Source: an optimization exercise on an open RTL-to-GDS flow (aim: small area, a short achievable clock period and few clock cycles per item). Production flows keep margins and buffers that such runs may drop. Only simulation tests tie the RTL to the original design; equivalence was not proved. No activity file was given, so power comes from the tool's default toggle rates.

## set_assoc_cache_hit_miss_top
module set_assoc_cache_hit_miss_top (
    input  logic                           i_clk,
    input  logic                           i_rst_n,
    input  logic                           i_cfg_we,
    input  logic [sac_pkg::CFG_IDX_W-1:0]  i_cfg_index,
    input  logic [sac_pkg::CFG_DATA_W-1:0] i_cfg_data,
    input  logic                           start,
    output logic                           busy,
    input  logic [sac_pkg::ADDR_W-1:0]     i_address,
    output logic                           o_result_valid,
    output logic                           o_hit,
    output logic [sac_pkg::SET_W-1:0]      o_set_index,
    output logic [sac_pkg::TAG_W-1:0]      o_tag_value,
    output logic [sac_pkg::WAY_W-1:0]      o_way_used,
    output logic [sac_pkg::CNT_W-1:0]      o_hit_count,
    output logic [sac_pkg::CNT_W-1:0]      o_miss_count
);
    localparam int ADDR_W = sac_pkg::ADDR_W;
    localparam int SET_W  = sac_pkg::SET_W;
    localparam int TAG_W  = sac_pkg::TAG_W;
    localparam int WAY_W  = sac_pkg::WAY_W;
    localparam int CNT_W  = sac_pkg::CNT_W;
    localparam int NS     = sac_pkg::NUM_SETS;
    localparam int NW     = sac_pkg::NUM_WAYS;
    localparam int RW     = sac_pkg::RANK_W;
    localparam int ROW_W  = NW * (TAG_W + RW + 1);
    logic [4:0] cfg_addr_bits;
    logic [2:0] cfg_set_bits;
    logic [1:0] cfg_way_bits;
    logic [3:0] cfg_offset_bits;
    logic       cfg_policy;
    sac_cfg_regs u_cfg (
        .i_clk         (i_clk),
        .i_rst_n       (i_rst_n),
        .i_cfg_we      (i_cfg_we),
        .i_cfg_index   (i_cfg_index),
        .i_cfg_data    (i_cfg_data),
        .o_addr_bits   (cfg_addr_bits),
        .o_set_bits    (cfg_set_bits),
        .o_way_bits    (cfg_way_bits),
        .o_offset_bits (cfg_offset_bits),
        .o_policy      (cfg_policy)
    );
    logic [NW-1:0] act;
    assign act = {{4{cfg_way_bits == 2'd3}}, {2{cfg_way_bits[1]}},
                  cfg_way_bits != 2'd0, 1'b1};
    logic [NS-1:0][NW-1:0][TAG_W-1:0] r_tags;
    logic [NS-1:0][NW-1:0][RW-1:0]    r_ranks;
    logic [NS-1:0][NW-1:0]            r_valid;
    assign busy = 1'b0;
    logic              r1_v;
    logic [ADDR_W-1:0] r1_addr;
    always_ff @(posedge i_clk) begin
        r1_v    <= i_rst_n & start;
        r1_addr <= i_address;
    end
  ...
For scale: roughly 6700 cells after synthesis, roughly 2800 flip-flops, roughly 120 I/O pins.
==> flow/config.mk <==
export PLATFORM = sky130hd
export DESIGN_NAME = set_assoc_cache_hit_miss_top
export DESIGN_NICKNAME = set_assoc_cache_hit_miss_top
export VERILOG_FILES = /design/flow/design.v
export SDC_FILE = /design/flow/constraint.sdc
export NUM_CORES = 4
export LEC_CHECK = 0
export CAP_MARGIN = 20
export CORE_MARGIN = 2
export CORE_UTILIZATION = 40
export SLEW_MARGIN = 20
==> flow/constraint.sdc <==
create_clock -name core_clock -period 13.0 [get_ports {i_clk}]
set_input_delay 2.6000 -clock core_clock [delete_from_list [all_inputs] [get_ports {i_clk}]]
set_output_delay 2.6000 -clock core_clock [all_outputs]
set_load 0.01 [all_outputs]
standard.sh (not shown) runs the stock make flow with config.mk's settings and CLKGATE_MAP_FILE= SYNTH_SCRIPT=/design/flow/synth_recipe.tcl, a recipe that flattens the netlist after the stock synthesis.
==> flow/flow/run.sh <==
#!/bin/bash
# The standard layout, with the timing repair steps aiming for a setup slack of
# SETUP_SLACK_MARGIN ns at the design's clock period (the constraints are unchanged).
set -euo pipefail
bash standard.sh SETUP_SLACK_MARGIN=9 finish > flow_make.log 2>&1
Testbench counts at the start, summed over its fixed seeds: cycles 48,576, items 48,000.
Next try:
Settings changed: CORE_UTILIZATION 40 to 60, CTS_CLUSTER_SIZE from default to 30.
After rerunning:
- The changed run ran to the end with no violations
- design area is lower slightly
- total power goes down by a few percent
- setup slack is worse by 0.016 ns
- area after synthesis stays the same
- routed wire length falls by a few percent
- fmax falls slightly
- global-route usage increases by 13 points
- clock-buffer cell count goes down by 19
- sequential power is about the same

========
Another version of the RTL of set_assoc_cache_hit_miss_top (not shown whole).
clock: 13.0 ns
lec_check: 0
cap_margin: 20
core_margin: 2
core_utilization: 40
cts_cluster_diameter: 120
cts_cluster_size: 24
slew_margin: 20
Scripts as last shown in full above: flow/flow/run.sh
The first run passed the timing, DRC and antenna checks.
Testbench counts at the start, summed over its fixed seeds: cycles 48,432, items 48,000.
Change:
CTS_CLUSTER_DIAMETER = 135   (was 120)
CTS_CLUSTER_SIZE = 27   (was 24)
After rerunning: The changed run finished clean; global-route usage hardly moves; combinational power hardly moves; via count barely changes; wire length is about the same.
Change:
==> flow/flow/run.sh (replaced) <==
#!/bin/bash
# The standard layout, with the timing repair steps aiming for a setup slack of
# SETUP_SLACK_MARGIN ns at the design's clock period (the constraints are unchanged).
set -euo pipefail
bash standard.sh SETUP_SLACK_MARGIN=9.6 finish > flow_make.log 2>&1
Result:
- core utilization increases by 1.3 points
- setup slack improves by 0.22 ns
- synthesized area does not change
- routed wire length is higher by 3.4%
- die area does not change
Change:
==> flow/flow/run.sh (replaced) <==
#!/bin/bash
# The standard layout, with the timing repair steps aiming for a setup slack of
# SETUP_SLACK_MARGIN ns at the design's clock period (the constraints are unchanged).
set -euo pipefail
bash standard.sh SETUP_SLACK_MARGIN=9 finish > flow_make.log 2>&1
CORE_UTILIZATION = 60   (was 40)
CTS_CLUSTER_DIAMETER = unset   (was 135)
CTS_CLUSTER_SIZE = unset   (was 27)
The new run finished clean.
Setup slack is worse by 0.18 ns.
First-iteration DRC count came out lower slightly.
Global-route usage came out higher by 12 points.
Clock-buffer cell count came out higher by 190.
Worst hold slack is better by 0.0098 ns.
Maximum frequency came out lower by a few percent.

========
## lane 1
set_assoc_cache_hit_miss_top again, from the RTL that the note above started with.
## set_assoc_cache_hit_miss_top
module set_assoc_cache_hit_miss_top (
    input  logic                           i_clk,
    input  logic                           i_rst_n,
    input  logic                           i_cfg_we,
    input  logic [sac_pkg::CFG_IDX_W-1:0]  i_cfg_index,
    input  logic [sac_pkg::CFG_DATA_W-1:0] i_cfg_data,
    input  logic                           start,
    output logic                           busy,
    input  logic [sac_pkg::ADDR_W-1:0]     i_address,
    output logic                           o_result_valid,
    output logic                           o_hit,
    output logic [sac_pkg::SET_W-1:0]      o_set_index,
    output logic [sac_pkg::TAG_W-1:0]      o_tag_value,
    output logic [sac_pkg::WAY_W-1:0]      o_way_used,
    output logic [sac_pkg::CNT_W-1:0]      o_hit_count,
    output logic [sac_pkg::CNT_W-1:0]      o_miss_count
);
clock: 13.0 ns
lec_check: 0
cap_margin: 20
core_margin: 2
core_utilization: 40
cts_cluster_diameter: 135
cts_cluster_size: 27
slew_margin: 20
==> flow/flow/run.sh <==
#!/bin/bash
# The standard layout, with the timing repair steps aiming for a setup slack of
# SETUP_SLACK_MARGIN ns at the design's clock period (the constraints are unchanged).
set -euo pipefail
bash standard.sh SETUP_SLACK_MARGIN=9.3 finish > flow_make.log 2>&1
The final layout from lane 1, which completed every stage, passed the timing, DRC and antenna checks at the end of the flow.
Testbench counts of lane 1, summed over its fixed seeds: cycles 48,432, items 48,000.
Setup changes, lane 1 to lane 2
Settings: CTS_CLUSTER_DIAMETER removed (was 135); CTS_CLUSTER_SIZE removed (was 27); CTS_BUF_LIST newly set to sky130_fd_sc_hd__clkbuf_8.
--- a/flow/flow/run.sh
+++ b/flow/flow/run.sh
@@ -5 +5 @@
-bash standard.sh SETUP_SLACK_MARGIN=9.3 finish > flow_make.log 2>&1
+bash standard.sh SETUP_SLACK_MARGIN=9 finish > flow_make.log 2>&1
### Flow results
Maximum level of the CTS H-tree, lane 2 and lane 1: lower on lane 1
Diff lane 1 -> lane 2: fill cell total of the finished layout down 91, first-pass GRT wire length up about 2.7%, switching component of the power up 0.67 mW.
Wire length after detailed routing went up by a few percent going from lane 1 to lane 2.
Comparing the two runs side by side, lane 2 comes out behind lane 1 on final worst setup slack.
Total track usage (lane 2 over lane 1): increase, 0.67 points
Last element of the critical path = o_tag_value[3]: lane 1; last element of the critical path = o_tag_value[13]: lane 2
Relative to lane 2, the following input files were edited for lane 3:
Settings: CTS_BUF_LIST removed (was sky130_fd_sc_hd__clkbuf_8).
--- a/flow/flow/run.sh
+++ b/flow/flow/run.sh
@@ -5 +5 @@
-bash standard.sh SETUP_SLACK_MARGIN=9 finish > flow_make.log 2>&1
+bash standard.sh SETUP_SLACK_MARGIN=8.85 finish > flow_make.log 2>&1
Lane 3 completed every stage of the flow, and the final layout passed the timing, DRC and antenna checks. Clock transition at the register clock pins on the worst setup and hold paths after CTS delta (lane 2 -> lane 3): insignificant. Diff lane 2 and lane 3: sequential share of layout area lower in lane 3. Compared to lane 2, lane 3 has quantity of gates resized following cts about 40% lower. Between lane 2 and lane 3, the met3 global-route usage does not differ in any meaningful way. Taking lane 2 as the reference, in lane 3 post-route worst hold slack moved down, number of nets in the final layout dropped 195, number of CTS-inserted buffers has decreased. In the flow results for lane 2 and lane 3, the layout clock buffer count is larger on lane 2. When lane 3 is measured against lane 2, its met3 layer wire length in the routed design turns out about 0.5% lower. Detail-routed via count per cell (higher): lane 3. Lane 2 -> lane 3: final cell count decreased by a few percent.

========
set_assoc_cache_hit_miss_top, a different RTL version from the one above (not shown whole).
Size: ~2800 flip-flops, ~120 I/O pins, roughly 110000 sq um of cells after synthesis.
// set_assoc_cache_hit_miss_top
module set_assoc_cache_hit_miss_top (
    input  logic                           i_clk,
    input  logic                           i_rst_n,
    input  logic                           i_cfg_we,
    input  logic [sac_pkg::CFG_IDX_W-1:0]  i_cfg_index,
    input  logic [sac_pkg::CFG_DATA_W-1:0] i_cfg_data,
    input  logic                           start,
    output logic                           busy,
    input  logic [sac_pkg::ADDR_W-1:0]     i_address,
    output logic                           o_result_valid,
    output logic                           o_hit,
    output logic [sac_pkg::SET_W-1:0]      o_set_index,
    output logic [sac_pkg::TAG_W-1:0]      o_tag_value,
    output logic [sac_pkg::WAY_W-1:0]      o_way_used,
    output logic [sac_pkg::CNT_W-1:0]      o_hit_count,
    output logic [sac_pkg::CNT_W-1:0]      o_miss_count
);
clock: 13.0 ns
lec_check: 0
cap_margin: 20
core_margin: 2
core_utilization: 40
slew_margin: 20
run.sh (not shown) runs the stock make flow with config.mk's settings and CLKGATE_MAP_FILE= SYNTH_SCRIPT=/design/flow/synth_recipe.tcl, a recipe that flattens the netlist after the stock synthesis.
Stock flow here: none of the scripts above is used.
The baseline ran to the end with no violations.
Testbench counts at the start, summed over its fixed seeds: cycles 48,576, items 48,000.
Edit:
==> flow/flow/run.sh (new file) <==
#!/bin/bash
# The standard layout, with the timing repair steps aiming for a setup slack of
# SETUP_SLACK_MARGIN ns at the design's clock period (the constraints are unchanged).
set -euo pipefail
bash standard.sh SETUP_SLACK_MARGIN=9 finish > flow_make.log 2>&1
==> flow/standard.sh (new file) <==
#!/bin/bash
# synth_recipe.tcl (not shown) runs the flow's synth.tcl, then flattens the netlist and writes it again
# the make line also repeats each setting of config.mk as NAME=value (left out here)
make -C /OpenROAD-flow-scripts/flow DESIGN_CONFIG=/design/flow/config.mk WORK_HOME=/design/flow/orfs CLKGATE_MAP_FILE= SYNTH_SCRIPT=/design/flow/synth_recipe.tcl "${@:-finish}"
removed: flow/run.sh
The changed run produced a clean layout. Die area is unchanged. Total power hardly moves. Design area climbs slightly. Via count went up slightly. Setup slack is better by 0.88 ns.

[static timing again, ports no longer ideal]
In the flow no input, the clock included, has a driving cell. The finished layouts below were timed again as built, in two steps.
Step 1, drivers: a clkbuf_16 drives i_clk and a buf_2 each remaining input, both assumed.
Step 2 moves the port delays by t, midway between the first and last clock arrival at a register: inputs arrive t later, outputs are due t later. That takes back most of the time a late clock gives input paths.
Three values: no drivers, after step 1, after step 2; two values: the first two.
run	t, ns	setup WS [ns]	hold WS [ns]	worst setup path after step 2	pins driven straight from the clock port
the first run of note 1	1.005	8.898 / 8.804 / 8.507	0.320 / 0.320 / 0.320	input to register	1
the second run of note 1	1.007	8.882 / 8.792 / 8.353	0.346 / 0.346 / 0.346	input to register	1
the first run of note 2	0.931	8.838 / 8.838 / 8.182	0.372 / 0.372 / 0.372	input to register	1
the second run of note 2	0.922	8.874 / 8.874 / 8.142	0.374 / 0.374 / 0.374	input to register	1
the third run of note 2	0.891	9.097 / 9.008 / 8.326	0.354 / 0.354 / 0.354	input to register	1
the fourth run of note 2	1.000	8.921 / 8.934 / 7.993	0.364 / 0.364 / 0.364	input to register	1
lane 1	0.910	9.037 / 8.944 / 8.266	0.382 / 0.382 / 0.382	input to register	1
lane 2	1.143	8.801 / 8.715 / 7.917	0.366 / 0.366 / 0.366	input to register	1
lane 3	0.998	8.672 / 8.672 / 7.918	0.315 / 0.315 / 0.315	input to register	1
the first run of note 4	1.010	8.061 / 8.061 / 8.061	0.367 / 0.367 / 0.367	register to register	1
the second run of note 4	1.010	8.945 / 8.850 / 8.331	0.364 / 0.364 / 0.364	input to register	1
After both steps setup and hold are still met in every run listed. For the fourth run of note 2, which loses most, drivers alone change the setup slack by +0.013 ns; drivers and shift together by -0.928 ns.
